Context: an optimization exercise on an open-source flow, tuned for small area, a short achievable clock period and few clock cycles. The choices shown serve that exercise and are no tape-out recipe. At most, simulation tests tie the RTL to the original design; equivalence was not proved. The RTL of runs 5 and 6 was laid out without a check of its function. Power and IR drop assume default switching activity.

$ cat flow/design.v
`timescale 1ns/1ps
module cpuCore (
  input  logic        CLK,
  input  logic        RST,
  input  logic        en,
  input  logic        start,
  output logic [7:0]  instAddr,
  input  logic [15:0] inst,
  output logic [7:0]  dataAddr,
  output logic        dataWe,
  output logic [15:0] dataOut,
  input  logic [15:0] dataIn,
  output logic        running
);
  localparam logic [4:0] OP_HALT = 5'b00001, OP_LOAD = 5'b00010, OP_STORE = 5'b00011,
    OP_ADD = 5'b10000, OP_ADDI = 5'b10001, OP_SUB = 5'b10011, OP_SUBI = 5'b10100,
    OP_INC = 5'b10110, OP_LDIL = 5'b10111, OP_LDIH = 5'b11000, OP_XOR = 5'b11001,
    OP_AND = 5'b11010, OP_OR = 5'b11011;
  logic        runQ, haltedQ, resumed;
  logic [7:0]  pc;
  logic [15:0] regs [8];
  logic [7:0]  valid;   
  logic [15:0] opA, opB;
  logic [2:0]  eDest;
  logic [3:0]  eOff;
  logic        eWrites, eHalt, eStore, eSub, eSra;
  logic        eSelSum, eSelXor, eSelAnd, eSelOr, eSelShl, eSelShr, eSelPass, eSelLoad;
  logic [15:0] sum, shIn, shl, shr, res;
  logic [4:0]  fOp;
  logic [2:0]  raA, raB;
  logic [7:0]  fImm;
  logic [15:0] rA, rB, vA, vB, nB;
  logic        fwdOn, fWrites;
  assign instAddr = pc;
  assign fOp  = inst[15:11];
  assign fImm = inst[7:0];
  assign raA  = (fOp == OP_ADDI || fOp == OP_SUBI) ? inst[10:8] : inst[6:4];
  assign raB  = (fOp == OP_STORE) ? inst[10:8] : inst[2:0];
  always_comb begin
    rA = '0;
    rB = '0;
    for (int i = 0; i < 8; i++) begin
      rA = rA | ({16{valid[i] && raA == 3'(i)}} & regs[i]);
      rB = rB | ({16{valid[i] && raB == 3'(i)}} & regs[i]);
    end
  end
  assign fwdOn = runQ && eWrites;
  assign vA = (fwdOn && eDest == raA) ? res : rA;
  assign vB = (fwdOn && eDest == raB) ? res : rB;
  always_comb begin
    case (fOp)
      OP_ADDI, OP_SUBI, OP_LDIL: nB = {8'h00, fImm};
      OP_LDIH:                   nB = {fImm, 8'h00};
      OP_INC:                    nB = 16'd1;
      default:                   nB = vB;
    endcase
  end
  assign fWrites = (fOp == OP_LOAD) || (fOp[4] && fOp != 5'b10010 && fOp != 5'b10101);
  always_ff @(posedge CLK) begin
    opA      <= vA;
    opB      <= nB;
    eDest    <= inst[10:8];
    eOff     <= inst[3:0];
    eWrites  <= fWrites;
    eHalt    <= (fOp == OP_HALT);
    eStore   <= (fOp == OP_STORE);
    eSub     <= (fOp == OP_SUB) || (fOp == OP_SUBI);
    eSra     <= fOp[0] && fOp[4:1] == 4'b1111;
    eSelSum  <= (fOp == OP_ADD) || (fOp == OP_ADDI) || (fOp == OP_SUB) ||
                (fOp == OP_SUBI) || (fOp == OP_INC);
    eSelXor  <= (fOp == OP_XOR);
    eSelAnd  <= (fOp == OP_AND);
    eSelOr   <= (fOp == OP_OR);
    eSelShl  <= (fOp[4:1] == 4'b1110);
    eSelShr  <= (fOp[4:1] == 4'b1111);
    eSelPass <= (fOp == OP_LDIL) || (fOp == OP_LDIH);
    eSelLoad <= (fOp == OP_LOAD);
  end
  assign sum = opA + (opB ^ {16{eSub}}) + {15'd0, eSub};
  always_comb begin
    for (int i = 0; i < 16; i++) begin
      shIn[i] = eSelShl ? opA[15-i] : opA[i];
    end
    shr = 16'($signed({eSra & opA[15], shIn}) >>> opB[3:0]);
    for (int i = 0; i < 16; i++) begin
      shl[i] = shr[15-i];
    end
  end
  assign res = ({16{eSelSum}}  & sum) |
               ({16{eSelXor}}  & (opA ^ opB)) |
               ({16{eSelAnd}}  & (opA & opB)) |
               ({16{eSelOr}}   & (opA | opB)) |
               ({16{eSelShl}}  & shl) |
               ({16{eSelShr}}  & shr) |
               ({16{eSelPass}} & opB) |
               ({16{eSelLoad}} & dataIn);
  always_ff @(posedge CLK) begin
    if (runQ && eWrites) begin
      regs[eDest] <= res;
    end
  end
  always_ff @(posedge CLK or posedge RST) begin
    if (RST) begin
      valid <= '0;
    end else if (runQ && eWrites) begin
      valid[eDest] <= 1'b1;
    end
  end
  assign dataAddr = opA[7:0] + {4'h0, eOff};
  assign dataOut  = opB;
  assign dataWe   = runQ && eStore;
  assign running = runQ && !(eHalt && !resumed);
  always_ff @(posedge CLK or posedge RST) begin
    if (RST) begin
      runQ    <= 1'b0;
      haltedQ <= 1'b0;
      resumed <= 1'b0;
      pc      <= '0;
    end else begin
      resumed <= 1'b0;
      if (runQ) begin
        if (eHalt) begin
          runQ    <= 1'b0;
          haltedQ <= 1'b1;
        end else if (!en) begin
          runQ <= 1'b0;   
        end else begin
          pc <= pc + 8'd1;
        end
      end else if (en && start && !haltedQ) begin
        runQ    <= 1'b1;
        resumed <= 1'b1;
        pc      <= pc + 8'd1;
      end
    end
  end
endmodule
$ cat flow/run.sh
#!/bin/bash
# synth_recipe.tcl (not shown) runs the flow's synth.tcl, then flattens the netlist and writes it again
# the make line also repeats each setting of config.mk as NAME=value (left out here)
make -C /OpenROAD-flow-scripts/flow DESIGN_CONFIG=/design/flow/config.mk WORK_HOME=/design/flow/orfs CLKGATE_MAP_FILE= SYNTH_SCRIPT=/design/flow/synth_recipe.tcl finish
$ cat flow/config.mk
export PLATFORM = sky130hd
export DESIGN_NAME = cpuCore
export DESIGN_NICKNAME = cpuCore
export VERILOG_FILES = /design/flow/design.v
export SDC_FILE = /design/flow/constraint.sdc
export NUM_CORES = 4
export LEC_CHECK = 0
export CAP_MARGIN = 20
export CORE_AREA = 5.06 5.44 215.41 214.88
export DIE_AREA = 0 0 220.41 220.32
export SETUP_SLACK_MARGIN = 3.0
export SLEW_MARGIN = 20
$ cat flow/constraint.sdc
create_clock -name core_clock -period 5.0 [get_ports {CLK}]
set_input_delay 1.0000 -clock core_clock [delete_from_list [all_inputs] [get_ports {CLK}]]
set_output_delay 1.0000 -clock core_clock [all_outputs]
set_load 0.01 [all_outputs]
==> summary.md, run 1 <==
| Metric | Value |
|---|---|
| Total of flip-flops plus latches after synthesis | 199 |
| Finish-stage setup viols | 0 |
| FF-to-FF End | opA[11]$_DFF_P_ |
| Vias per inst | 5.76 |
| Setup Total Neg Slack | 0 ps |
| Depth of the CTS H-tree | 4 |
| Synth-to-Final Area Change | 43.0% |
| Startpoint of the most critical register-to-register path | opA[1]$_DFF_P_ |
| Mean routed wirelength per cell | 24.8 um |
| Peak Freq | 316 MHz |
| P_int | 3.72 mW |
| First DRT Iteration DRCs | 1583 |
| Remaining design rule violation count | 0 |
| Vias in the first global route | 10900 |
| Hold Path Sink | haltedQ$_DFFE_PP0P_ |
| Die X-Extent | 220 um |
| Cell types occupying the most area after synthesis | edfxtp_1 (33%), dfxtp_1 (8.8%), ha_1 (6.1%) |
| Worst Setup Start Kind | flip-flop |
| Number of clock buffers inserted by TritonCTS | 17 |
| Worst Setup Path Type | flip-flop to output pin |
| Number of antenna violations at the first check in global routing | 0 |
| Remaining global-route overflow | 0 |
| Status | finished clean |
| Maximum cell stage delay along the critical path | 380 ps |
| Number of buffers inserted by port buffering | 69 |
| Row count | 77 |
| Sequential cell area fraction in the yosys report | 45.4% |
| Worst Path Max Fanout | 2 |
| Met1 Usage GRT | 23.3% |
| Worst-Skew Late Latency | 460 ps |
| Worst-margin pin slew | 1020 ps |
| Setup repair after global routing missed its margin | true |
| Library cell contributing the largest single delay on the critical path | dfxtp_4 |
| Met3 routing resource usage after global routing | 4.91% |
| Number of warning messages in the yosys log | 1 |
| Portion of synthesized cell area occupied by the leading cell type | 32.5% |
| Start point of the worst hold path | eHalt$_DFF_P_ |
| Logic depth of the worst register-to-register path | 8 |
| Total wirelength of the detailed-routed design | 48000 um |
| Final Hold Fails | 0 |
| Total via count after detailed routing | 11200 |
| Final Power | 5.84 mW |
| Fin. max-slew vios | 0 |
| Cells after synthesis | 1102 |
| Final HPWL DP | 29200 um |
| Fraction of final layout cells with drive strength greater than 1 | 38.8% |
| Cell chain of the critical path | ha_4, inv_2, fa_2, nor2b_2, o21ai_2, nand2b_4, nand3_4, xnor2_2, buf_2 |
| # clock sinks | 199 |
| First-pass GRT wire length | 68600 um |
| Post-Route Skew | 14.5 ps |
| Number of synthesized flops with an enable pin | 128 |
| Remaining antenna violation count after routing | 0 |
| Total power divided by cell area | 346 mW/mm^2 |
| Initial core utilization | 26.8% |
| Die area | 0.0486 sq mm |
| Synthesized netlist net count | 1198 |
| Minimum hold slack | 466 ps |
| Synth Area per Inst | 10.7 sq um |
| CTS max path bufs | 2 |
| Vert. Die Dim | 220 um |
| IO Pins | 70 |
| Worst min path class | flip-flop to flip-flop |
| Most frequently used flop master after synthesis | edfxtp_1 |
| Cell depth of the worst min-delay path | 1 |
| Normalized max-slew margin | 32.2% |
| Final non-filler cell area | 0.0169 sq mm |
| Proportion of power drawn by the clock network | 23.7% |
| Biggest area consumer among synthesized cells | edfxtp_1 |
| Shortest period the worst path allows | 3170 ps |
| Clock root buffer | clkbuf_16 |
| Routability congestion estimate | 0.896 |
| Clock-pin slew of the registers on the worst-case setup and hold paths | 80 ps |
| IR drop worst, VDD | 0.248 mV |
| Total iterations of the first detailed-routing run | 7 |
| Sw Share | 36.4% |
| Layer with the highest usage after global routing | met2 |
| Largest net degree at the start of global routing | 26 |
| Number of hold buffers added after cts | 0 |
| M2 GR Usage | 31.3% |
| Share of power burned in registers | 37.5% |
| Arrival time of data at the critical path endpoint | 2170 ps |
| Proportion of synthesized flip-flops having asynchronous set or reset | 9.55% |
| Leakage component of the power | 6.45 nW |
| Type of destination of the critical path | output pin |
| WP data required | 4000 ps |
| Final net count | 1430 |
| P_sw | 2.12 mW |
| Maximum capacitance violations | 0 |
| Cell Area, Placed | 0.0135 sq mm |
| Fraction of the cycle the final worst path needs | 63.4% |
| Portion of total power attributed to combinational logic | 38.8% |
| ANT cells | 0 |
| Placeable core region | 0.0440 sq mm |
| Netlist Area Pre-Place | 0.0118 sq mm |
| Worst setup slack for register-to-register paths | 1930 ps |
| CTS tree | yes |
| Total track usage | 18.8% |
| Number of different library cells in the post-synthesis netlist | 81 |
[worst max-delay path by stage]
stage	from	endpoint	slack (ps)	cells past startpoint
after floorplan	inst[13]	opB[15]$_DFF_P_	1760	9
after global placement	inst[11]	opA[12]$_DFF_P_	880	8
final	opA[0]$_DFF_P_	dataAddr[6]	1830	9
after global routing	opA[0]$_DFF_P_	dataAddr[6]	1760	9
after CTS	opA[0]$_DFF_P_	dataAddr[6]	1780	9
after detailed placement	inst[11]	opA[12]$_DFF_P_	810	8
[critical path: cells and delay by family, from the launching register on]
family	cells	cell delay, ps
adders and majority gates	2	500
xor gates and xnor gates	1	200
AOI/OAI and AO/OA	1	90
and+or+nand+nor	3	350
buffers and inverters	2	200
DFF	1	380
[power groups by stage]
| stage | combinational (mW) | clock [mW] | sequential (mW) |
|---|---|---|---|
| 6_report | 2.26 | 1.38 | 2.19 |
| 5_1_grt | 2.39 | 1.46 | 2.20 |
| 4_1_cts | 2.07 | 1.40 | 2.17 |
| 3_5_place_dp | 1.48 | 0 | 2.25 |
| 3_3_place_gp | 1.46 | 0 | 2.25 |
| 2_1_floorplan | 1.04 | 0 | 2.11 |
[per-stage QoR]
stage / instances / setup WS, ps / util, %
2_1_floorplan: 1102 / 1760 / -
3_3_place_gp: 1718 / 882 / 30.6
3_5_place_dp: 1718 / 810 / 30.6
4_1_cts: 1907 / 1780 / 37.3
5_1_grt: 1939 / 1760 / 38.4
6_report: 1939 / 1830 / 38.4
[cell usage after synthesis (5+ instances only)]
| cell type | instances |
|---|---|
| edfxtp_1 | 128 |
| a22oi_1 | 85 |
| nand2_1 | 81 |
| clkbuf_1 | 64 |
| ha_1 | 58 |
| nor2_1 | 55 |
| dfxtp_1 | 52 |
| inv_1 | 51 |
| a21oi_1 | 33 |
| o21ai_0 | 33 |
| a221oi_1 | 29 |
| nand4_1 | 29 |
| xor2_1 | 29 |
| a22o_1 | 25 |
| mux2i_1 | 23 |
| dfrtp_1 | 19 |
| mux4_2 | 19 |
| nand3_1 | 19 |
| xnor2_1 | 19 |
| nor3_1 | 15 |
| o211ai_1 | 15 |
| a211oi_1 | 11 |
| a222oi_1 | 11 |
| and2_1 | 11 |
| a31oi_1 | 10 |
| mux2_2 | 10 |
| o21a_1 | 9 |
| a21o_1 | 8 |
| a221o_1 | 8 |
| nand2b_1 | 7 |
| nor2b_1 | 7 |
| a31o_2 | 6 |
| a32o_1 | 6 |
| a211o_1 | 5 |
| buf_2 | 5 |
| nand3b_1 | 5 |
| nor3b_1 | 5 |
| o221ai_1 | 5 |
| o22ai_1 | 5 |
[layout by cell type, fill, tap and decap left out, drive strengths merged, types with 11 or more instances in the layout]
cell and instances:
a211oi 11, a21oi 33, a221oi 29, a222oi 11, a22o 26, a22oi 85
and2 12, buf 250, clkbuf 17, clkdlybuf4s50 20, dfrtp 19, dfxtp 52
edfxtp 128, ha 58, inv 64, mux2 13, mux2i 23, mux4 19
nand2 82, nand3 19, nand4 29, nor2 56, nor3 16, o211ai 15
o21ai 37, xnor2 19, xor2 29
[what timing repair did]
item | CTS | global route
cloned | 8 | 3
buffers inserted | 149 | 29
setup endpoints to repair | 249 | 263
gates resized for setup | 476 | 53
pin swaps | 79 | 36
[cells by family after synthesis]
group | after synthesis | share of synthesized area, %
AND/OR/NAND/NOR | 268 | 11.6
multiplexers | 55 | 6.81
flip-flops | 199 | 45.4
XOR/XNOR | 48 | 3.56
adder cells (fa/ha/maj) | 60 | 6.48
AO/OA/AOI/OAI | 340 | 21.7
buffers and inverters | 132 | 4.47
[final cells by class]
class / count / area [sq um]
timing repair buffer: 280 / 2770
multi-input combinational: 779 / 7110
clock inverter: 15 / 171
fill: 4149 / 27100
clock buffer: 17 / 425
inverter: 57 / 218
sequential: 199 / 5460
tap: 592 / 741
[metal layers]
metal  routed length (um)  vias to the layer above
li1                     -                     4801
met1                17900                     5457
met2                22300                      757
met3                 5610                      161
met4                 2230                        0
met5                    0                        -
[registers in the layout (all words and copies together), names as in the netlist, 3 cells and up]
| name | cells |
|---|---|
| eDest | 3 |
| eOff | 4 |
| opA | 16 |
| opB | 16 |
| pc | 8 |
| regs | 128 |
| valid | 8 |
Testbench counts, summed over its fixed seeds: cycles 9,192.
==> run 2: changes to the inputs <==
--- a/flow/config.mk
+++ b/flow/config.mk
@@ -9,4 +9,5 @@
 export CORE_AREA = 5.06 5.44 215.41 214.88
 export DIE_AREA = 0 0 220.41 220.32
-export SETUP_SLACK_MARGIN = 3.0
+export SETUP_SLACK_MARGIN = 2.0
 export SLEW_MARGIN = 20
+export TNS_END_PERCENT = 5
==> run 2 against run 1 <==
Compared with the run above:
- combinational power is 29% lower
- sequential share of layout area up 5.4 points
- first-iteration DRC count shrank 26%
- core utilization fell by 5.9 points
- critical path depth fell by 1
- design area shrank 15%
- register-to-register slack worse by 60 ps
- maximum frequency is 0.51% higher
- synthesized cell count is the same
- global-route usage fell by 2.1 points
- wire length shrank 13%
- clock skew is 2.4 ps higher
- largest power group is now sequential cells
- highest routed layer unchanged
==> summary.md, run 2 <==
| Metric | Value |
|---|---|
| Met1 wire length | 16900 um |
| Sequential cell area fraction in the yosys report | 45.4% |
| CTS tree | yes |
| Worst min path class | flip-flop to flip-flop |
| Biggest area consumer among synthesized cells | edfxtp_1 |
| Peak Freq | 317 MHz |
| Worst Setup Path Type | flip-flop to output pin |
| Maximum capacitance violations | 0 |
| Highest routing layer actually used | met4 |
| Largest net degree at the start of global routing | 26 |
| Flip-flop count of the largest register, all copies and words added | 128 |
| Remaining design rule violation count | 0 |
| Fin. max-slew vios | 0 |
| Most frequently used flop master after synthesis | edfxtp_1 |
| Total power divided by cell area | 363 mW/mm^2 |
| Largest registers ranked by flip-flop count | regs: 128 flops, opA: 16 flops, opB: 16 flops |
| Total track usage | 16.7% |
| Worst-margin pin slew | 810 ps |
| Synthesized netlist net count | 1198 |
| Placeable core region | 0.0440 sq mm |
| Vert. Die Dim | 220 um |
| Family of cells with the greatest summed delay on the critical path | adder cells |
| Number of different library cells in the post-synthesis netlist | 81 |
| Filler Cell Count | 4424 |
| Remaining global-route overflow | 0 |
| Cells after synthesis | 1102 |
| WP data required | 4000 ps |
| Worst path depth | 8 |
| Vias in the first global route | 9835 |
| CTS max path bufs | 2 |
| Leakage component of the power | 5.26 nW |
| Total via count after detailed routing | 10100 |
| Worst-Skew Late Latency | 440 ps |
| Library cell contributing the largest single delay on the critical path | fa_2 |
| Final Hold Fails | 0 |
| Cell types occupying the most area after synthesis | edfxtp_1 (33%), dfxtp_1 (8.8%), ha_1 (6.1%) |
| Share of power burned in registers | 42.1% |
| Startpoint of the most critical register-to-register path | eSelShl$_DFF_P_ |
| Arrival time of data at the critical path endpoint | 2150 ps |
| IO Pins | 70 |
| Logic depth of the worst register-to-register path | 8 |
| Portion of synthesized cell area occupied by the leading cell type | 32.5% |
| Final HPWL DP | 29100 um |
| # clock sinks | 199 |
| Netlist Area Pre-Place | 0.0118 sq mm |
| Vias per inst | 5.68 |
| Die X-Extent | 220 um |
| Sequential cell area | 0.00539 sq mm |
| Portion of total power attributed to combinational logic | 30.9% |
| Synth Area per Inst | 10.7 sq um |
| Worst setup slack for register-to-register paths | 1870 ps |
| Remaining antenna violation count after routing | 0 |
| ANT cells | 0 |
| Routed met3 length | 3440 um |
| Final net count | 1273 |
| Endpoint of the most critical setup path | dataAddr[6] |
| Met2 Wirelength | 20500 um |
| Mean routed wirelength per cell | 23.6 um |
| Clock-pin slew of the registers on the worst-case setup and hold paths | 80 ps |
| Most common cell after layout, fill and taps aside | edfxtp_1 |
| P_int | 3.36 mW |
| Post-Route Skew | 17.0 ps |
| Crit. Startpoint | opA[1]$_DFF_P_ |
| Routability congestion estimate | 0.933 |
| Total of flip-flops plus latches after synthesis | 199 |
| Depth of the CTS H-tree | 4 |
| Commonest non-fill, non-tap cells in the layout | edfxtp_1 (128), a22oi_1 (85), nand2_1 (80), ha_1 (56), buf_4 (56) |
| Proportion of power drawn by the clock network | 27.0% |
| Worst Path Max Fanout | 4 |
| Number of antenna violations at the first check in global routing | 0 |
| First DRT Iteration DRCs | 1173 |
| Bufs and invs on worst path | 2 |
| Finish-stage setup viols | 0 |
| Proportion of synthesized flip-flops having asynchronous set or reset | 9.55% |
| Minimum hold slack | 452 ps |
| Number of clock buffers inserted by TritonCTS | 17 |
| First-pass GRT wire length | 61700 um |
| Clock root buffer | clkbuf_16 |
| Row count | 77 |
| Shortest period the worst path allows | 3150 ps |
| Maximum cell stage delay along the critical path | 420 ps |
| Number of synthesized flops with an enable pin | 128 |
| Number of buffers inserted by port buffering | 69 |
| Setup Total Neg Slack | 0 ps |
| IR drop worst, VDD | 0.247 mV |
| Type of destination of the critical path | output pin |
| Die area | 0.0486 sq mm |
| P_sw | 1.83 mW |
| Number of warning messages in the yosys log | 1 |
| Dominant cell by count in the synthesized netlist | edfxtp_1 |
| Setup repair after global routing missed its margin | true |
| Initial core utilization | 26.8% |
| Biggest register | regs |
| Fraction of the cycle the final worst path needs | 63.1% |
| Number of hold buffers added after cts | 0 |
| Cell chain of the critical path | clkinvlp_4, fa_2, nor2b_1, o21ai_1, nand2b_1, nand3_1, xnor2_1, buf_2 |
| Fraction of final layout cells with drive strength greater than 1 | 17.0% |
| Most instantiated cells after synthesis | edfxtp_1 (128), a22oi_1 (85), nand2_1 (81) |
| Status | finished clean |
| Synth-to-Final Area Change | 20.9% |
| Total wirelength of the detailed-routed design | 42000 um |
| Sw Share | 35.2% |
| Normalized max-slew margin | 45.9% |
| Worst Setup Start Kind | flip-flop |
| FF-to-FF End | opB[14]$_DFF_P_ |
| Total iterations of the first detailed-routing run | 7 |
| Multi-input combinational cell area | 0.00616 sq mm |
==> run 2: cell counts after synthesis <==
Identical to the previous run, type by type.
==> run 2: per-stage QoR <==
step / setup WS [ps] / cell area [sq um] / power, mW / utilization (%) / instances
2_1_floorplan: 1760 / 11900 / 3.05 / - / 1102
3_3_place_gp: 848 / 13300 / 3.67 / 30.1 / 1725
3_5_place_dp: 802 / 13300 / 3.69 / 30.1 / 1725
4_1_cts: 1840 / 14100 / 5.14 / 32.1 / 1773
5_1_grt: 1780 / 14300 / 5.40 / 32.5 / 1782
6_report: 1850 / 14300 / 5.19 / 32.5 / 1782
==> run 2: worst min-delay path by stage <==
stage | cells after the start | slack [ps] | start | end
global route | 1 | 480 | haltedQ$_DFFE_PP0P_ | resumed$_DFF_PP0_
CTS | 1 | 450 | haltedQ$_DFFE_PP0P_ | resumed$_DFF_PP0_
finish | 1 | 450 | haltedQ$_DFFE_PP0P_ | resumed$_DFF_PP0_
floorplan | 1 | 420 | haltedQ$_DFFE_PP0P_ | resumed$_DFF_PP0_
global placement | 1 | 450 | eHalt$_DFF_P_ | haltedQ$_DFFE_PP0P_
detailed placement | 1 | 440 | haltedQ$_DFFE_PP0P_ | resumed$_DFF_PP0_
==> run 2: power groups by stage <==
stage / clock network [mW] / registers, mW / logic (mW)
final: 1.40 / 2.19 / 1.60
after global routing: 1.47 / 2.20 / 1.73
after CTS: 1.41 / 2.17 / 1.56
after detailed placement: 0 / 2.21 / 1.47
after global placement: 0 / 2.21 / 1.46
after floorplan: 0 / 2.10 / 0.948
==> run 2: area by class of cell <==
| type | instances | area share (%) |
|---|---|---|
| multi-input combinational | 771 | 43.1 |
| sequential | 199 | 37.7 |
| timing repair buffer | 131 | 8.20 |
| tap | 592 | 5.18 |
| clock buffer | 18 | 3.00 |
| inverter | 57 | 1.52 |
| clock inverter | 14 | 1.24 |
==> run 2: logic make-up after synthesis <==
logic type | after synthesis | share of synthesized area [%]
buffers and inverters | 132 | 4.47
flip-flops | 199 | 45.4
AND/OR/NAND/NOR | 268 | 11.6
adder cells (fa/ha/maj) | 60 | 6.48
AO/OA/AOI/OAI | 340 | 21.7
XOR/XNOR | 48 | 3.56
multiplexers | 55 | 6.81
==> run 2: repair_timing <==
item / 4_1_cts / 5_1_grt
setup endpoints to repair: 168 / 113
pin swaps: 13 / 5
buffers inserted: 16 / 9
resized for setup: 82 / 28
gates cloned: 0 / 0
==> run 2: worst reg2reg max path: stages, from the launching register on <==
cell     delay [ps]
dfxtp_4         440
buf_6           210
mux4_2          380
mux2i_2         230
mux2i_2         160
a221o_1         400
a221o_1         420
or4_1           520
a32o_1          270
==> run 2: per-layer routing <==
metal	vias up	track usage, %
li1	4439	-
met3	92	2.80
met2	524	28.2
met5	-	0
met4	0	5.28
met1	5074	21.9
==> run 3: changes to the inputs <==
--- a/flow/config.mk
+++ b/flow/config.mk
@@ -11,3 +11,2 @@
 export SETUP_SLACK_MARGIN = 2.0
 export SLEW_MARGIN = 20
-export TNS_END_PERCENT = 5
==> run 3 against run 2 <==
Compared with the run above:
- core utilization rose by 0.93 points
- clock skew is 3.6 ps lower
- maximum frequency up 2.5%
- sequential power barely moved
- via count grew 1.3%
- register-to-register slack better by 60 ps
- design area grew 2.9%
- global-route usage up 0.29 points
- setup slack better by 78 ps
- count of clock-buffer cells in the layout shrank 1
- flip-flop and latch count unchanged
- synthesized cell count stayed put
- largest cell class unchanged
- largest power group unchanged
==> summary.md, run 3 <==
| Metric | Value |
|---|---|
| Most frequently used flop master after synthesis | edfxtp_1 |
| ANT cells | 0 |
| Final HPWL DP | 29000 um |
| Normalized max-slew margin | 41.8% |
| Arrival time of data at the critical path endpoint | 2080 ps |
| Finish-stage setup viols | 0 |
| Fraction of the cycle the final worst path needs | 61.5% |
| Peak Freq | 325 MHz |
| Worst min path class | flip-flop to flip-flop |
| Clock-pin slew of the registers on the worst-case setup and hold paths | 80 ps |
| Total of flip-flops plus latches after synthesis | 199 |
| Cells after synthesis | 1102 |
| Met3 routing resource usage after global routing | 3.27% |
| Die X-Extent | 220 um |
| Library cell contributing the largest single delay on the critical path | dfxtp_4 |
| Total iterations of the first detailed-routing run | 6 |
| Worst Setup Start Kind | flip-flop |
| Setup repair after global routing missed its margin | true |
| Multi-input combinational cell area | 0.00629 sq mm |
| Total via count after detailed routing | 10300 |
| Final Hold Fails | 0 |
| Maximum capacitance violations | 0 |
| Vias per inst | 5.67 |
| Cell chain of the critical path | clkinvlp_4, fa_2, nor2b_1, o21ai_1, nand2b_1, nand3_1, xnor2_1, buf_2 |
| Largest net degree at the start of global routing | 26 |
| Synthesized netlist net count | 1198 |
| Worst Path Max Fanout | 3 |
| Biggest register | regs |
| Most instantiated cells after synthesis | edfxtp_1 (128), a22oi_1 (85), nand2_1 (81) |
| IR drop worst, VDD | 0.245 mV |
| Portion of synthesized cell area occupied by the leading cell type | 32.5% |
| Sequential cell area fraction in the yosys report | 45.4% |
| M2 GR Usage | 27.6% |
| Setup Total Neg Slack | 0 ps |
| Synth Area per Inst | 10.7 sq um |
| Final net count | 1302 |
| Row count | 77 |
| Maximum cell stage delay along the critical path | 400 ps |
| Post-Route Skew | 13.3 ps |
| Sequential cell area | 0.00539 sq mm |
| Number of buffers inserted by port buffering | 69 |
| Worst Setup Path Type | flip-flop to output pin |
| Commonest non-fill, non-tap cells in the layout | edfxtp_1 (128), a22oi_1 (85), nand2_1 (79), buf_4 (70), ha_1 (56) |
| Number of clock buffers inserted by TritonCTS | 17 |
| Mean routed wirelength per cell | 23.4 um |
| Layer with the highest usage after global routing | met2 |
| CTS max path bufs | 2 |
| Total power divided by cell area | 358 mW/mm^2 |
| Largest registers ranked by flip-flop count | regs: 128 flops, opA: 16 flops, opB: 16 flops |
| WP data required | 4000 ps |
| Leakage component of the power | 5.45 nW |
| Worst setup slack for register-to-register paths | 1930 ps |
| Vias in the first global route | 10100 |
| Vert. Die Dim | 220 um |
| Clock root buffer | clkbuf_16 |
| IO Pins | 70 |
| Depth of the CTS H-tree | 4 |
| Biggest area consumer among synthesized cells | edfxtp_1 |
| Number of synthesized flops with an enable pin | 128 |
| Shortest period the worst path allows | 3080 ps |
| Number of non-filler instances in the completed layout | 1811 |
| Cell Count Post-Placement | 1724 |
| # clock sinks | 199 |
| Type of destination of the critical path | output pin |
| Total track usage | 17.0% |
| Proportion of synthesized flip-flops having asynchronous set or reset | 9.55% |
| Dominant cell by count in the synthesized netlist | edfxtp_1 |
| Worst-Skew Late Latency | 450 ps |
| CTS tree | yes |
| Routability congestion estimate | 0.940 |
| Netlist Area Pre-Place | 0.0118 sq mm |
| Total wirelength of the detailed-routed design | 42400 um |
| Number of antenna violations at the first check in global routing | 0 |
| Initial core utilization | 26.8% |
| Placeable core region | 0.0440 sq mm |
| Cell types occupying the most area after synthesis | edfxtp_1 (33%), dfxtp_1 (8.8%), ha_1 (6.1%) |
| Status | finished clean |
| Most common cell after layout, fill and taps aside | edfxtp_1 |
| Worst-margin pin slew | 871 ps |
| Filler Cell Count | 4395 |
| Met1 Usage GRT | 22.2% |
| Flip-flop count of the largest register, all copies and words added | 128 |
| Number of warning messages in the yosys log | 1 |
| First DRT Iteration DRCs | 1118 |
| First-pass GRT wire length | 62600 um |
| Die area | 0.0486 sq mm |
| Fraction of final layout cells with drive strength greater than 1 | 21.0% |
| Remaining antenna violation count after routing | 0 |
| Number of different library cells in the post-synthesis netlist | 81 |
| Synth-to-Final Area Change | 24.4% |
| Remaining design rule violation count | 0 |
| Fin. max-slew vios | 0 |
| Remaining global-route overflow | 0 |
-- run 3: cell types whose count changed in the layout (fill, tap and decap cells not counted), sizes merged --
cell / previous run / this run
buf: 67 / 99
clkdlybuf4s15: 0 / 1
clkdlybuf4s50: 55 / 52
clkinv: 7 / 3
clkinvlp: 2 / 5
dlygate4sd2: 2 / 5
dlymetal6s2s: 5 / 0
inv: 61 / 63
-- run 3: report_power, final --
group / internal (mW) / total, mW / switching, mW
combinational: 0.775 / 1.69 / 0.916
sequential: 1.92 / 2.19 / 0.263
clock: 0.716 / 1.39 / 0.670
total: 3.41 / 5.26 / 1.85
-- run 3: area by class of cell --
type / count / share of cell area (%)
Sequential cell: 199 / 36.7
Inverter: 57 / 1.51
Multi-Input combinational cell: 771 / 42.8
Clock buffer: 17 / 2.89
Tap cell: 592 / 5.04
Timing Repair Buffer: 160 / 9.91
Clock inverter: 15 / 1.18
-- run 3: path summary, 6_finish.rpt --
check	end	start	cells past startpoint
setup / recovery	dataAddr[6]	opA[1]$_DFF_P_	8
hold reg to reg	resumed$_DFF_PP0_	haltedQ$_DFFE_PP0P_	1
hold / removal	resumed$_DFF_PP0_	haltedQ$_DFFE_PP0P_	1
min in group asynchronous	haltedQ$_DFFE_PP0P_	RST	2
max in group asynchronous	pc[6]$_DFFE_PP0P_	RST	2
setup reg to reg	opB[14]$_DFF_P_	eSelShl$_DFF_P_	8
-- run 3: repair_timing --
action | 4_1_cts | 5_1_grt
gates cloned | 1 | 1
resized for setup | 100 | 76
hold buffers | 0 | 0
pin swaps | 18 | 29
endpoints found under the setup margin | 152 | 84
setup buffers | 28 | 25
-- run 3: per-layer routing --
| metal | part of all wire, % | routed length (um) |
|---|---|---|
| met3 | 8.7 | 3700 |
| met5 | 0 | 0 |
| met2 | 47 | 20100 |
| met1 | 40 | 17000 |
| met4 | 3.6 | 1540 |
-- run 3: logic make-up (layout without fill, tap and decap cells) --
family / count (synthesis) / after routing / share of synthesized area, %
buffers and inverters: 132 / 249 / 4.47
DFF: 199 / 199 / 45.4
xor gates and xnor gates: 48 / 48 / 3.56
AOI/OAI and AO/OA: 340 / 340 / 21.7
and+or+nand+nor: 268 / 268 / 11.6
muxes: 55 / 55 / 6.81
adders and majority gates: 60 / 60 / 6.48
-- run 3: metrics by stage --
stage	hold WS [ps]	power [mW]	setup WS [ps]	cell area [sq um]	util (%)
2_1_floorplan	422	3.05	1760	11900	-
3_3_place_gp	448	3.67	793	13300	30.1
3_5_place_dp	447	3.68	704	13300	30.1
4_1_cts	457	5.14	1850	14200	32.3
5_1_grt	491	5.50	1780	14700	33.4
6_report	457	5.26	1920	14700	33.4
-- run 3: worst max-delay path, delay by kind of cell, from the launching register on --
kind,cells,cell delay (ps)
simple gates,3,330
flops,1,400
buf+inv,2,290
fa+ha+maj,1,400
compound gates,1,70
xor+xnor,1,150
==> run 4: changes to the inputs <==
==> flow/flow/run.sh (new file) <==
#!/bin/bash
# Standard layout, with the port buffers made of sky130_fd_sc_hd__buf_2
# instead of the delay buffer buffer_ports picks by default.
set -euo pipefail
export BUFFER_PORTS_ARGS="-buffer_cell sky130_fd_sc_hd__buf_2"
bash standard.sh > standard.log 2>&1
==> flow/standard.sh (new file) <==
#!/bin/bash
# synth_recipe.tcl (not shown) runs the flow's synth.tcl, then flattens the netlist and writes it again
# the make line also repeats each setting of config.mk as NAME=value (left out here)
make -C /OpenROAD-flow-scripts/flow DESIGN_CONFIG=/design/flow/config.mk WORK_HOME=/design/flow/orfs CLKGATE_MAP_FILE= SYNTH_SCRIPT=/design/flow/synth_recipe.tcl "${@:-finish}"
--- a/flow/config.mk
+++ b/flow/config.mk
@@ -9,4 +9,4 @@
 export CORE_AREA = 5.06 5.44 215.41 214.88
 export DIE_AREA = 0 0 220.41 220.32
-export SETUP_SLACK_MARGIN = 2.0
+export SETUP_SLACK_MARGIN = 2.5
 export SLEW_MARGIN = 20
removed: flow/run.sh
==> run 4 against run 3 <==
Compared with the run above:
- still clean on timing, DRC and antenna
- non-clock buffer count rose by 84
- flip-flop and latch count stayed put
- count of clock-buffer cells in the layout unchanged
- cell count is 5.2% higher
- core utilization up 3.6 points
- hold slack lost 1.1 ps
- area after synthesis did not move
- critical endpoint unchanged
- highest routed layer unchanged
==> summary.md, run 4 <==
| Metric | Value |
|---|---|
| Fin. max-slew vios | 0 |
| First-pass GRT wire length | 68600 um |
| Die X-Extent | 220 um |
| Logic depth of the worst register-to-register path | 8 |
| Sequential cell area | 0.00542 sq mm |
| Worst setup slack for register-to-register paths | 1960 ps |
| Number of warning messages in the yosys log | 1 |
| Final non-filler cell area | 0.0163 sq mm |
| Fraction of the cycle the final worst path needs | 61.3% |
| Commonest non-fill, non-tap cells in the layout | edfxtp_1 (128), buf_4 (100), a22oi_1 (81), nand2_1 (75), buf_2 (64) |
| Number of non-filler instances in the completed layout | 1905 |
| Total of flip-flops plus latches after synthesis | 199 |
| Portion of total power attributed to combinational logic | 37.5% |
| Peak Freq | 326 MHz |
| Arrival time of data at the critical path endpoint | 2070 ps |
| WP data required | 4000 ps |
| Largest net degree at the start of global routing | 26 |
| P_sw | 2.12 mW |
| Proportion of synthesized flip-flops having asynchronous set or reset | 9.55% |
| Vias per inst | 5.96 |
| Most instantiated cells after synthesis | edfxtp_1 (128), a22oi_1 (85), nand2_1 (81) |
| Share of power burned in registers | 38.8% |
| IR drop worst, VDD | 0.259 mV |
| Shortest period the worst path allows | 3070 ps |
| Multi-input combinational cell area | 0.00715 sq mm |
| Remaining antenna violation count after routing | 0 |
| Number of different library cells in the post-synthesis netlist | 81 |
| Setup Total Neg Slack | 0 ps |
| Finish-stage setup viols | 0 |
| Total iterations of the first detailed-routing run | 9 |
| Maximum capacitance violations | 0 |
| Synthesized netlist net count | 1198 |
| Worst Path Max Fanout | 2 |
| Final net count | 1395 |
| # clock sinks | 199 |
| Depth of the CTS H-tree | 4 |
| Remaining design rule violation count | 0 |
| First DRT Iteration DRCs | 1554 |
| Die area | 0.0486 sq mm |
| Dominant cell by count in the synthesized netlist | edfxtp_1 |
| Cells after synthesis | 1102 |
| Sequential cell area fraction in the yosys report | 45.4% |
| Worst-Skew Late Latency | 440 ps |
| Flip-flop count of the largest register, all copies and words added | 128 |
| Synth Area per Inst | 10.7 sq um |
| Startpoint of the most critical register-to-register path | eSelShl$_DFF_P_ |
| Worst Setup Path Type | flip-flop to output pin |
| Mean routed wirelength per cell | 25.7 um |
| Final Hold Fails | 0 |
| Most common cell after layout, fill and taps aside | edfxtp_1 |
| Final HPWL DP | 29100 um |
| Fraction of final layout cells with drive strength greater than 1 | 37.6% |
| Total power divided by cell area | 351 mW/mm^2 |
| Type of destination of the critical path | output pin |
| Status | finished clean |
| Placeable core region | 0.0440 sq mm |
| Proportion of power drawn by the clock network | 23.6% |
| Vias in the first global route | 10500 |
| Number of buffers inserted by port buffering | 69 |
| Number of synthesized flops with an enable pin | 128 |
| Vert. Die Dim | 220 um |
| Worst-margin pin slew | 1170 ps |
| Crit. Startpoint | opA[0]$_DFF_P_ |
| Clock root buffer | clkbuf_16 |
| Biggest register | regs |
| Total wirelength of the detailed-routed design | 49000 um |
| Final Power | 5.71 mW |
| Largest registers ranked by flip-flop count | regs: 128 flops, opA: 16 flops, opB: 16 flops |
| Most frequently used flop master after synthesis | edfxtp_1 |
| Worst Setup Start Kind | flip-flop |
| Netlist Area Pre-Place | 0.0118 sq mm |
| Row count | 77 |
| Synth-to-Final Area Change | 37.8% |
| Minimum hold slack | 456 ps |
| Leakage component of the power | 6.26 nW |
| Worst min path class | flip-flop to flip-flop |
| CTS tree | yes |
| Filler Cell Count | 4217 |
| Number of antenna violations at the first check in global routing | 1 |
| Clock-pin slew of the registers on the worst-case setup and hold paths | 70 ps |
| Number of hold buffers added after cts | 0 |
| Cell Count Post-Placement | 1712 |
| Remaining global-route overflow | 0 |
| Initial core utilization | 26.8% |
| Cell types occupying the most area after synthesis | edfxtp_1 (33%), dfxtp_1 (8.8%), ha_1 (6.1%) |
| Setup repair after global routing missed its margin | true |
| Normalized max-slew margin | 22.2% |
| Endpoint of the most critical setup path | dataAddr[6] |
| FF-to-FF End | opA[11]$_DFF_P_ |
| Post-Route Skew | 15.6 ps |
| P_int | 3.59 mW |
| Biggest area consumer among synthesized cells | edfxtp_1 |
| Number of clock buffers inserted by TritonCTS | 17 |
| Total via count after detailed routing | 11400 |
| Portion of synthesized cell area occupied by the leading cell type | 32.5% |
| Total track usage | 18.7% |
| IO Pins | 70 |
| Start point of the worst hold path | haltedQ$_DFFE_PP0P_ |
| Sw Share | 37.1% |
| CTS max path bufs | 2 |
| Cell Area, Placed | 0.0130 sq mm |
| Routability congestion estimate | 0.966 |
run 4: cell counts after synthesis:
Identical to the previous run, type by type.
run 4: what timing repair did:
action / CTS / global route
setup buffers: 100 / 44
resized for setup: 207 / 95
cloned: 10 / 6
pin swaps: 84 / 64
endpoints found under the setup margin: 167 / 167
run 4: per-layer routing:
| layer | routed length [um] | vias to the layer above | GRT usage [%] |
|---|---|---|---|
| met1 | 18700 | 5601 | 24.3 |
| met4 | 2440 | 0 | 7.61 |
| met5 | 0 | - | 0 |
| li1 | - | 4722 | - |
| met2 | 22500 | 844 | 31.0 |
| met3 | 5390 | 185 | 3.32 |
run 4: cell type report:
class                      count  area share [%]
multi-input combinational    780            43.9
timing repair buffer         244            13.4
tap                          592            4.55
clock buffer                  17            2.61
sequential                   199            33.3
inverter                      57            1.40
antenna                        1          0.0154
clock inverter                15           0.899
run 4: worst min path at each step:
stage / end / slack [ps] / cells past startpoint
final: resumed$_DFF_PP0_ / 460 / 1
after global routing: resumed$_DFF_PP0_ / 480 / 1
after CTS: resumed$_DFF_PP0_ / 460 / 1
after detailed placement: resumed$_DFF_PP0_ / 450 / 1
after global placement: resumed$_DFF_PP0_ / 450 / 1
after floorplan: resumed$_DFF_PP0_ / 420 / 1
run 4: power groups by stage:
| stage | Combinational, mW | Clock, mW | Sequential [mW] |
|---|---|---|---|
| 6_report | 2.14 | 1.35 | 2.22 |
| 5_1_grt | 2.25 | 1.42 | 2.22 |
| 4_1_cts | 1.80 | 1.36 | 2.20 |
| 3_5_place_dp | 1.37 | 0 | 2.26 |
| 3_3_place_gp | 1.34 | 0 | 2.26 |
| 2_1_floorplan | 0.999 | 0 | 2.10 |
run 4: metrics by stage:
step	worst slack, ps	utilization, %
after floorplan	1760	-
after global placement	1060	29.4
after detailed placement	968	29.4
after CTS	1920	34.9
after global routing	1840	37.0
final	1930	37.0
run 4: cells by family (layout without fill, tap and decap cells):
| kind of cell | after synthesis | after routing | synth area share, % |
|---|---|---|---|
| other cells | 0 | 1 | 0 |
| flops | 199 | 199 | 45.4 |
| buf+inv | 132 | 333 | 4.47 |
| simple gates | 268 | 269 | 11.6 |
| xor+xnor | 48 | 48 | 3.56 |
| compound gates | 340 | 348 | 21.7 |
| fa+ha+maj | 60 | 60 | 6.48 |
| mux | 55 | 55 | 6.81 |
run 4: worst max-delay path: stages (launching register included):
cell	delay, ps
dfxtp_4	420
ha_4	150
inv_2	30
fa_2	330
nor2b_1	120
o21ai_1	70
nand2b_1	120
nand3_2	100
xnor2_2	140
buf_2	140
==> run 5: changes to the inputs <==
--- a/flow/design.v
+++ b/flow/design.v
@@ -25,5 +25,7 @@
   logic [3:0]  eOff;
   logic        eWrites, eHalt, eStore, eSub, eSra;
-  logic        eSelSum, eSelXor, eSelAnd, eSelOr, eSelShl, eSelShr, eSelPass, eSelLoad;
+  logic        eSelSum, eSelLog, eSelShl, eSelShr, eSelLoad;
+  logic [3:0]  eTt, fTt;
+  logic [15:0] logicOut;
   logic [15:0] sum, shIn, shl, shr, res;
   logic [4:0]  fOp;
@@ -56,4 +58,12 @@
     endcase
   end
+  always_comb begin
+    case (fOp)
+      OP_XOR:  fTt = 4'b0110;
+      OP_AND:  fTt = 4'b1000;
+      OP_OR:   fTt = 4'b1110;
+      default: fTt = 4'b1010;
+    endcase
+  end
   assign fWrites = (fOp == OP_LOAD) || (fOp[4] && fOp != 5'b10010 && fOp != 5'b10101);
   always_ff @(posedge CLK) begin
@@ -69,10 +79,9 @@
     eSelSum  <= (fOp == OP_ADD) || (fOp == OP_ADDI) || (fOp == OP_SUB) ||
                 (fOp == OP_SUBI) || (fOp == OP_INC);
-    eSelXor  <= (fOp == OP_XOR);
-    eSelAnd  <= (fOp == OP_AND);
-    eSelOr   <= (fOp == OP_OR);
+    eSelLog  <= (fOp == OP_XOR) || (fOp == OP_AND) || (fOp == OP_OR) ||
+                (fOp == OP_LDIL) || (fOp == OP_LDIH);
+    eTt      <= fTt;
     eSelShl  <= (fOp[4:1] == 4'b1110);
     eSelShr  <= (fOp[4:1] == 4'b1111);
-    eSelPass <= (fOp == OP_LDIL) || (fOp == OP_LDIH);
     eSelLoad <= (fOp == OP_LOAD);
   end
@@ -87,11 +96,13 @@
     end
   end
+  always_comb begin
+    for (int i = 0; i < 16; i++) begin
+      logicOut[i] = eTt[{opA[i], opB[i]}];
+    end
+  end
   assign res = ({16{eSelSum}}  & sum) |
-               ({16{eSelXor}}  & (opA ^ opB)) |
-               ({16{eSelAnd}}  & (opA & opB)) |
-               ({16{eSelOr}}   & (opA | opB)) |
+               ({16{eSelLog}}  & logicOut) |
                ({16{eSelShl}}  & shl) |
                ({16{eSelShr}}  & shr) |
-               ({16{eSelPass}} & opB) |
                ({16{eSelLoad}} & dataIn);
   always_ff @(posedge CLK) begin
==> flow/run.sh (new file) <==
#!/bin/bash
# synth_recipe.tcl (not shown) runs the flow's synth.tcl, then flattens the netlist and writes it again
# the make line also repeats each setting of config.mk as NAME=value (left out here)
make -C /OpenROAD-flow-scripts/flow DESIGN_CONFIG=/design/flow/config.mk WORK_HOME=/design/flow/orfs CLKGATE_MAP_FILE= SYNTH_SCRIPT=/design/flow/synth_recipe.tcl finish
--- a/flow/config.mk
+++ b/flow/config.mk
@@ -9,4 +9,5 @@
 export CORE_AREA = 5.06 5.44 215.41 214.88
 export DIE_AREA = 0 0 220.41 220.32
-export SETUP_SLACK_MARGIN = 2.5
+export SETUP_SLACK_MARGIN = 2.0
 export SLEW_MARGIN = 20
+export TNS_END_PERCENT = 5
removed: flow/flow/run.sh
removed: flow/standard.sh
==> run 5 against run 4 <==
Compared with the run above:
- still clean
- first-iteration DRC count decreased by 25%
- hold slack got worse by 13 ps
- flip-flop and latch count unchanged
- critical endpoint is now regs[5][7]$_DFFE_PP_
==> summary.md, run 5 <==
| Metric | Value |
|---|---|
| Least setup slack across all paths after layout | 1770 ps |
| Final net count | 1223 |
| Number of warning messages in the yosys log | 1 |
| Critical path's most frequent cell | buf_6 |
| Die area | 0.0486 sq mm |
| # clock sinks | 199 |
| Synthesized netlist net count | 1145 |
| Remaining design rule violation count | 0 |
| Cell chain of the critical path | buf_6, buf_6, mux4_2, mux4_2, or2_4, a222oi_1, o311ai_2, buf_6, buf_12 |
| Worst slack, placed | 597 ps |
| Vias per inst | 5.73 |
| Synth-to-Final Area Change | 21.3% |
| Die X-Extent | 220 um |
| Portion of synthesized cell area occupied by the leading cell type | 33.2% |
| Clock root buffer | clkbuf_16 |
| CTS tree | yes |
| Largest net degree at the start of global routing | 26 |
| Worst Setup Start Kind | flip-flop |
| Most frequently used flop master after synthesis | edfxtp_1 |
| CTS max path bufs | 2 |
| Fin. max-slew vios | 0 |
| Most common cell after layout, fill and taps aside | edfxtp_1 |
| Final Power | 5.08 mW |
| Setup repair after global routing missed its margin | true |
| First-pass GRT wire length | 61900 um |
| Row count | 77 |
| Number of different library cells in the post-synthesis netlist | 91 |
| FF-to-FF End | regs[5][7]$_DFFE_PP_ |
| IR drop worst, VDD | 0.260 mV |
| Number of clock buffers inserted by TritonCTS | 17 |
| Number of non-filler instances in the completed layout | 1763 |
| Worst-margin pin slew | 863 ps |
| Synth Area per Inst | 10.7 sq um |
| Total wirelength of the detailed-routed design | 41800 um |
| Normalized max-slew margin | 42.5% |
| Placeable core region | 0.0440 sq mm |
| Cell types occupying the most area after synthesis | edfxtp_1 (33%), dfxtp_1 (9.0%), a22oi_1 (6.2%) |
| Dominant cell by count in the synthesized netlist | edfxtp_1 |
| Remaining global-route overflow | 0 |
| Library cell contributing the largest single delay on the critical path | mux4_2 |
| Post-layout utilization of the core | 31.9% |
| Most instantiated cells after synthesis | edfxtp_1 (128), nand2_1 (101), a22oi_1 (95) |
| Total power divided by cell area | 361 mW/mm^2 |
| Number of hold buffers added after cts | 0 |
| First DRT Iteration DRCs | 1170 |
| Cell Count Post-Placement | 1709 |
| Biggest register | regs |
| Total of flip-flops plus latches after synthesis | 199 |
| Number of synthesized flops with an enable pin | 128 |
| Initial core utilization | 26.3% |
| Number of buffers inserted by port buffering | 69 |
| Fraction of the cycle the final worst path needs | 64.7% |
| Shortest period the worst path allows | 3230 ps |
| Worst Path Max Fanout | 8 |
| Biggest area consumer among synthesized cells | edfxtp_1 |
| Leakage component of the power | 4.99 nW |
| Maximum cell stage delay along the critical path | 550 ps |
| Cell depth of the worst min-delay path | 1 |
| Maximum capacitance violations | 0 |
| Depth of the CTS H-tree | 4 |
| Proportion of synthesized flip-flops having asynchronous set or reset | 9.55% |
| Total iterations of the first detailed-routing run | 7 |
| Finish-stage setup viols | 0 |
| Netlist Area Pre-Place | 0.0116 sq mm |
| Flip-flop count of the largest register, all copies and words added | 128 |
| Largest registers ranked by flip-flop count | regs: 128 flops, opA: 16 flops, opB: 16 flops |
| Post-Route Skew | 9.46 ps |
| Status | finished clean |
| Worst Setup Path Type | flip-flop to flip-flop |
| Arrival time of data at the critical path endpoint | 3430 ps |
| Total via count after detailed routing | 10100 |
| Worst-Skew Late Latency | 440 ps |
| Setup Total Neg Slack | 0 ps |
| Peak Freq | 309 MHz |
| Clock-pin slew of the registers on the worst-case setup and hold paths | 70 ps |
| Sequential cell area fraction in the yosys report | 46.2% |
| Total track usage | 16.8% |
| IO Pins | 70 |
| Fraction of final layout cells with drive strength greater than 1 | 19.2% |
| Number of antenna violations at the first check in global routing | 0 |
| Hold Path Sink | resumed$_DFF_PP0_ |
| Worst min path class | flip-flop to flip-flop |
| Startpoint of the most critical register-to-register path | opA[0]$_DFF_P_ |
| Final HPWL DP | 29000 um |
| Type of destination of the critical path | flip-flop |
| Vias in the first global route | 9641 |
| Cells after synthesis | 1080 |
| Worst setup slack for register-to-register paths | 1770 ps |
| Logic depth of the worst register-to-register path | 9 |
| Commonest non-fill, non-tap cells in the layout | edfxtp_1 (128), nand2_1 (100), a22oi_1 (95), clkdlybuf4s50_1 (58), buf_4 (49) |
| Remaining antenna violation count after routing | 0 |
| Filler Cell Count | 4474 |
| Mean routed wirelength per cell | 23.7 um |
| Vert. Die Dim | 220 um |
| WP data required | 5200 ps |
| Final Hold Fails | 0 |
| Start point of the worst hold path | haltedQ$_DFFE_PP0P_ |
| Routability congestion estimate | 0.934 |
| ANT cells | 0 |
## run 5: area by class of cell
class	count	area, sq um	area share (%)
Sequential cell	199	5380	38.3
Inverter	31	121	0.863
Clock buffer	17	425	3.02
Multi-Input combinational cell	778	6030	42.9
Timing Repair Buffer	131	1230	8.74
Tap cell	592	741	5.27
Clock inverter	15	134	0.952
## run 5: worst max path at each step
stage	from	to	slack (ps)
5_1_grt	opA[0]$_DFF_P_	dataAddr[6]	1730
3_5_place_dp	inst[13]	opB[6]$_DFF_P_	600
3_3_place_gp	inst[13]	opB[6]$_DFF_P_	610
4_1_cts	opA[0]$_DFF_P_	opB[7]$_DFF_P_	1790
2_1_floorplan	inst[14]	opA[13]$_DFF_P_	1950
6_report	opA[0]$_DFF_P_	regs[5][7]$_DFFE_PP_	1770
## run 5: routing by layer
metal,up-vias,global-route usage [%],wire [um],share of wire [%]
met5,-,0,0,0
met4,0,6.05,1480,3.5
met3,110,3.43,3990,9.5
met2,640,28.3,20000,48
met1,4939,21.3,16300,39
li1,4411,-,-,-
## run 5: through the flow
step / hold slack (ps) / instance area (sq um)
3_3_place_gp: 444 / 13000
4_1_cts: 447 / 13900
5_1_grt: 463 / 14100
6_report: 443 / 14100
2_1_floorplan: 422 / 11600
3_5_place_dp: 436 / 13000
## run 5: timing repair
| item | in CTS | in global routing |
|---|---|---|
| resized for setup | 95 | 23 |
| pin swaps | 15 | 9 |
| setup endpoints to repair | 167 | 134 |
| setup buffers | 18 | 4 |
## run 5: cells by family after synthesis
| kind of cell | count (synthesis) | synth area share, % |
|---|---|---|
| simple gates | 301 | 13.4 |
| compound gates | 338 | 21.7 |
| buf+inv | 103 | 4.10 |
| fa+ha+maj | 29 | 3.26 |
| mux | 65 | 7.96 |
| xor+xnor | 45 | 3.40 |
| flops | 199 | 46.2 |
## run 5: where the power goes
group	switching [mW]	leakage [nW]	total, mW	internal [mW]
clock	0.653	0.277	1.31	0.657
combinational	0.877	2.86	1.59	0.714
sequential	0.251	1.85	2.18	1.93
total	1.78	4.99	5.08	3.30
## run 5: worst max-delay path, delay by kind of cell (launching register included)
| kind | cells | cell delay [ps] |
|---|---|---|
| AOI/OAI and AO/OA | 2 | 620 |
| buffers and inverters | 4 | 610 |
| DFF | 1 | 380 |
| muxes | 2 | 1090 |
| and+or+nand+nor | 1 | 290 |
==> run 6: changes to the inputs <==
--- a/flow/design.v
+++ b/flow/design.v
@@ -32,6 +32,6 @@
   logic [2:0]  raA, raB;
   logic [7:0]  fImm;
-  logic [15:0] rA, rB, vA, vB, nB;
-  logic        fwdOn, fWrites;
+  logic [15:0] rA, rB, vA, nB, immVal;
+  logic        fwdOn, fwdA, fwdB, immB, fWrites;
   assign instAddr = pc;
   assign fOp  = inst[15:11];
@@ -39,23 +39,25 @@
   assign raA  = (fOp == OP_ADDI || fOp == OP_SUBI) ? inst[10:8] : inst[6:4];
   assign raB  = (fOp == OP_STORE) ? inst[10:8] : inst[2:0];
+  assign fwdOn = runQ && eWrites;
+  assign fwdA  = fwdOn && eDest == raA;
+  assign fwdB  = fwdOn && eDest == raB && !immB;
+  always_comb begin
+    case (fOp)
+      OP_ADDI, OP_SUBI, OP_LDIL: begin immB = 1'b1; immVal = {8'h00, fImm}; end
+      OP_LDIH:                   begin immB = 1'b1; immVal = {fImm, 8'h00}; end
+      OP_INC:                    begin immB = 1'b1; immVal = 16'd1; end
+      default:                   begin immB = 1'b0; immVal = 16'd0; end
+    endcase
+  end
   always_comb begin
     rA = '0;
     rB = '0;
     for (int i = 0; i < 8; i++) begin
-      rA = rA | ({16{valid[i] && raA == 3'(i)}} & regs[i]);
-      rB = rB | ({16{valid[i] && raB == 3'(i)}} & regs[i]);
+      rA = rA | ({16{valid[i] && raA == 3'(i) && !fwdA}} & regs[i]);
+      rB = rB | ({16{valid[i] && raB == 3'(i) && !fwdB && !immB}} & regs[i]);
     end
   end
-  assign fwdOn = runQ && eWrites;
-  assign vA = (fwdOn && eDest == raA) ? res : rA;
-  assign vB = (fwdOn && eDest == raB) ? res : rB;
-  always_comb begin
-    case (fOp)
-      OP_ADDI, OP_SUBI, OP_LDIL: nB = {8'h00, fImm};
-      OP_LDIH:                   nB = {fImm, 8'h00};
-      OP_INC:                    nB = 16'd1;
-      default:                   nB = vB;
-    endcase
-  end
+  assign vA = rA | ({16{fwdA}} & res);
+  assign nB = rB | immVal | ({16{fwdB}} & res);
   always_comb begin
     case (fOp)
==> run 6 against run 5 <==
Compared with the run above:
- power down 0.68%
- clock skew up 1.4 ps
- setup slack worse by 35 ps
- critical path depth down 1
- non-clock buffer count up 41
- flip-flop and latch count unchanged
- via count up 4.5%
- sequential power about the same
- hold slack better by 28 ps
- register-to-register slack worse by 30 ps
- clock power up 5%
- core utilization up 0.95 points
- largest cell class unchanged
==> summary.md, run 6 <==
| Metric | Value |
|---|---|
| Leakage component of the power | 5.34 nW |
| Shortest period the worst path allows | 3270 ps |
| Type of destination of the critical path | flip-flop |
| Sequential cell area fraction in the yosys report | 46.3% |
| Final net count | 1279 |
| Synth Area per Inst | 10.6 sq um |
| Portion of synthesized cell area occupied by the leading cell type | 33.2% |
| Biggest register | regs |
| Fraction of final layout cells with drive strength greater than 1 | 21.8% |
| Number of clock buffers inserted by TritonCTS | 17 |
| Cell Area, Placed | 0.0130 sq mm |
| Vias per inst | 5.79 |
| Proportion of synthesized flip-flops having asynchronous set or reset | 9.55% |
| Worst-margin pin slew | 1070 ps |
| Number of buffers inserted by port buffering | 69 |
| Filler Cell Count | 4438 |
| Fraction of the cycle the final worst path needs | 65.4% |
| # clock sinks | 199 |
| Finish-stage setup viols | 0 |
| IR drop worst, VDD | 0.224 mV |
| Maximum capacitance violations | 0 |
| Die area | 0.0486 sq mm |
| Total of flip-flops plus latches after synthesis | 199 |
| Total via count after detailed routing | 10600 |
| Total power divided by cell area | 348 mW/mm^2 |
| Peak Freq | 306 MHz |
| Routability congestion estimate | 0.950 |
| Synthesized netlist net count | 1158 |
| ANT cells | 0 |
| Total wirelength of the detailed-routed design | 43000 um |
| CTS tree | yes |
| Most frequently used flop master after synthesis | edfxtp_1 |
| Cell Count Post-Placement | 1726 |
| Worst min path class | flip-flop to flip-flop |
| Number of non-filler instances in the completed layout | 1824 |
| Die X-Extent | 220 um |
| Dominant cell by count in the synthesized netlist | nand2_1 |
| Number of synthesized flops with an enable pin | 128 |
| First-pass GRT wire length | 62800 um |
| Largest registers ranked by flip-flop count | regs: 128 flops, opA: 16 flops, opB: 16 flops |
| Number of warning messages in the yosys log | 1 |
| Total track usage | 17.0% |
| Biggest area consumer among synthesized cells | edfxtp_1 |
| Setup repair after global routing missed its margin | true |
| Least setup slack across all paths after layout | 1730 ps |
| Clock root buffer | clkbuf_16 |
| Worst-Skew Late Latency | 440 ps |
| Vias in the first global route | 10100 |
| Vert. Die Dim | 220 um |
| Final non-filler cell area | 0.0145 sq mm |
| Remaining antenna violation count after routing | 0 |
| CTS max path bufs | 2 |
| Mean routed wirelength per cell | 23.6 um |
| Most instantiated cells after synthesis | nand2_1 (131), edfxtp_1 (128), o21ai_0 (61) |
| Post-Route Skew | 10.8 ps |
| Final HPWL DP | 29400 um |
| Depth of the CTS H-tree | 4 |
| First DRT Iteration DRCs | 1676 |
| Number of different library cells in the post-synthesis netlist | 94 |
| Worst slack, placed | 783 ps |
| Worst Setup Path Type | flip-flop to flip-flop |
| Multi-input combinational cell area | 0.00609 sq mm |
| WP data required | 5380 ps |
| Normalized max-slew margin | 28.5% |
| Remaining global-route overflow | 0 |
| Largest net degree at the start of global routing | 28 |
| Status | finished clean |
| Arrival time of data at the critical path endpoint | 3650 ps |
| Final Hold Fails | 0 |
| Cells after synthesis | 1098 |
| Commonest non-fill, non-tap cells in the layout | nand2_1 (129), edfxtp_1 (128), buf_4 (84), o21ai_0 (56), clkdlybuf4s50_1 (52) |
| Worst Path Max Fanout | 16 |
| Placeable core region | 0.0440 sq mm |
| Most common cell after layout, fill and taps aside | nand2_1 |
| Flip-flop count of the largest register, all copies and words added | 128 |
| Clock-pin slew of the registers on the worst-case setup and hold paths | 80 ps |
| Cell types occupying the most area after synthesis | edfxtp_1 (33%), dfxtp_1 (9.0%), nand2_1 (4.2%) |
| Total iterations of the first detailed-routing run | 8 |
| Sequential cell area | 0.00538 sq mm |
| Setup Total Neg Slack | 0 ps |
| Worst Setup Start Kind | flip-flop |
| Initial core utilization | 26.3% |
| Remaining design rule violation count | 0 |
| Netlist Area Pre-Place | 0.0116 sq mm |
| Synth-to-Final Area Change | 25.0% |
| Fin. max-slew vios | 0 |
| Row count | 77 |
| IO Pins | 70 |
| Number of antenna violations at the first check in global routing | 0 |
| Post-layout utilization of the core | 32.9% |
[run 6: layout make-up]
class	instances	area share, %
multi-input cells	797	42.0
repair buffers	172	10.7
inverters	32	0.890
clock inverters	14	1.12
clock buffers	18	2.96
flip-flops and latches	199	37.2
well taps	592	5.11
[run 6: what timing repair did]
action / 4_1_cts / 5_1_grt
setup buffers: 34 / 30
endpoints found under the setup margin: 143 / 135
gates cloned: 2 / 0
gates resized for setup: 68 / 56
pin swaps: 22 / 28
hold buffers: 0 / 0
[run 6: report_power, final]
group          switching [mW]  total (mW)  internal, mW  leakage, nW
clock network           0.657        1.37         0.712        0.289
logic                   0.855        1.53         0.670         3.19
registers               0.237        2.15          1.91         1.85
[run 6: per-stage QoR]
stage               hold slack (ps)  total power, mW
floorplan                       423             2.97
global placement                448             3.51
detailed placement              461             3.53
CTS                             473             4.95
global route                    499             5.24
finish                          471             5.05
[run 6: worst paths after layout]
kind	startpoint	slack (ps)	cells after the start	endpoint
min in group asynchronous	RST	1020	2	valid[6]$_DFFE_PP0P_
worst max register to register	eSelSum$_DFF_P_	1730	8	opB[5]$_DFF_P_
max in group asynchronous	RST	3470	2	pc[5]$_DFFE_PP0P_
worst max-delay path	eSelSum$_DFF_P_	1730	8	opB[5]$_DFF_P_
worst min register to register	haltedQ$_DFFE_PP0P_	470	1	resumed$_DFF_PP0_
worst min-delay path	haltedQ$_DFFE_PP0P_	470	1	resumed$_DFF_PP0_
[run 6: cells by family (layout without fill, tap and decap cells)]
logic type | after synthesis | in the layout | share of synthesized area, %
xor+xnor | 43 | 43 | 3.25
fa+ha+maj | 25 | 25 | 2.81
simple gates | 326 | 326 | 14.4
compound gates | 346 | 348 | 22.6
flops | 199 | 199 | 46.3
buf+inv | 104 | 236 | 4.28
mux | 55 | 55 | 6.43
[run 6: worst max-delay path, cell delays in order, from the launching register on]
cell and delay, ps:
dfxtp_1 940, clkinv_1 690, nor3_1 420, a211oi_1 110
o221ai_1 100, a211o_1 420, a222oi_1 190, and3_1 240
nand3_1 90
[run 6: metal layers]
layer	vias to the layer above	wire (um)	GRT usage (%)
met4	0	2050	6.93
li1	4540	-	-
met3	168	4310	3.12
met5	-	0	0
met1	5067	16700	22.2
met2	778	19900	27.8

-- static timing again, ports no longer ideal --
No port has a modelled driver above. Below, the same layouts with a new extraction and two added sets of constraints. Step 1 (the two cells are an assumption about what drives the block):
set clk [get_ports {CLK}]
set_driving_cell -lib_cell sky130_fd_sc_hd__clkbuf_16 $clk
set_driving_cell -lib_cell sky130_fd_sc_hd__buf_2 [delete_from_list [all_inputs] $clk]
Step 2 moves the port delays by t, midway between the first and last clock arrival at a register: inputs arrive t later, outputs are due t later. That takes back most of the time a late clock gives input paths. Slacks: ideal ports / drivers / drivers and shift; pairs: ideal ports / drivers.
| run | shift t [ns] | setup slack, ns | cell pins on the clock port's net |
|---|---|---|---|
| run 1 | 0.501 | 1.830 / 1.779 / 1.610 | 1 |
| run 2 | 0.480 | 1.847 / 1.793 / 1.483 | 1 |
| run 3 | 0.491 | 1.925 / 1.872 / 1.461 | 1 |
| run 4 | 0.485 | 1.933 / 1.881 / 1.555 | 1 |
| run 5 | 0.493 | 1.765 / 1.765 / 1.327 | 1 |
| run 6 | 0.486 | 1.730 / 1.730 / 1.381 | 1 |
After both steps every run listed still meets setup and hold. The setup slack of run 3, which loses most, moves by -0.053 ns with the drivers and by -0.464 ns with both steps.
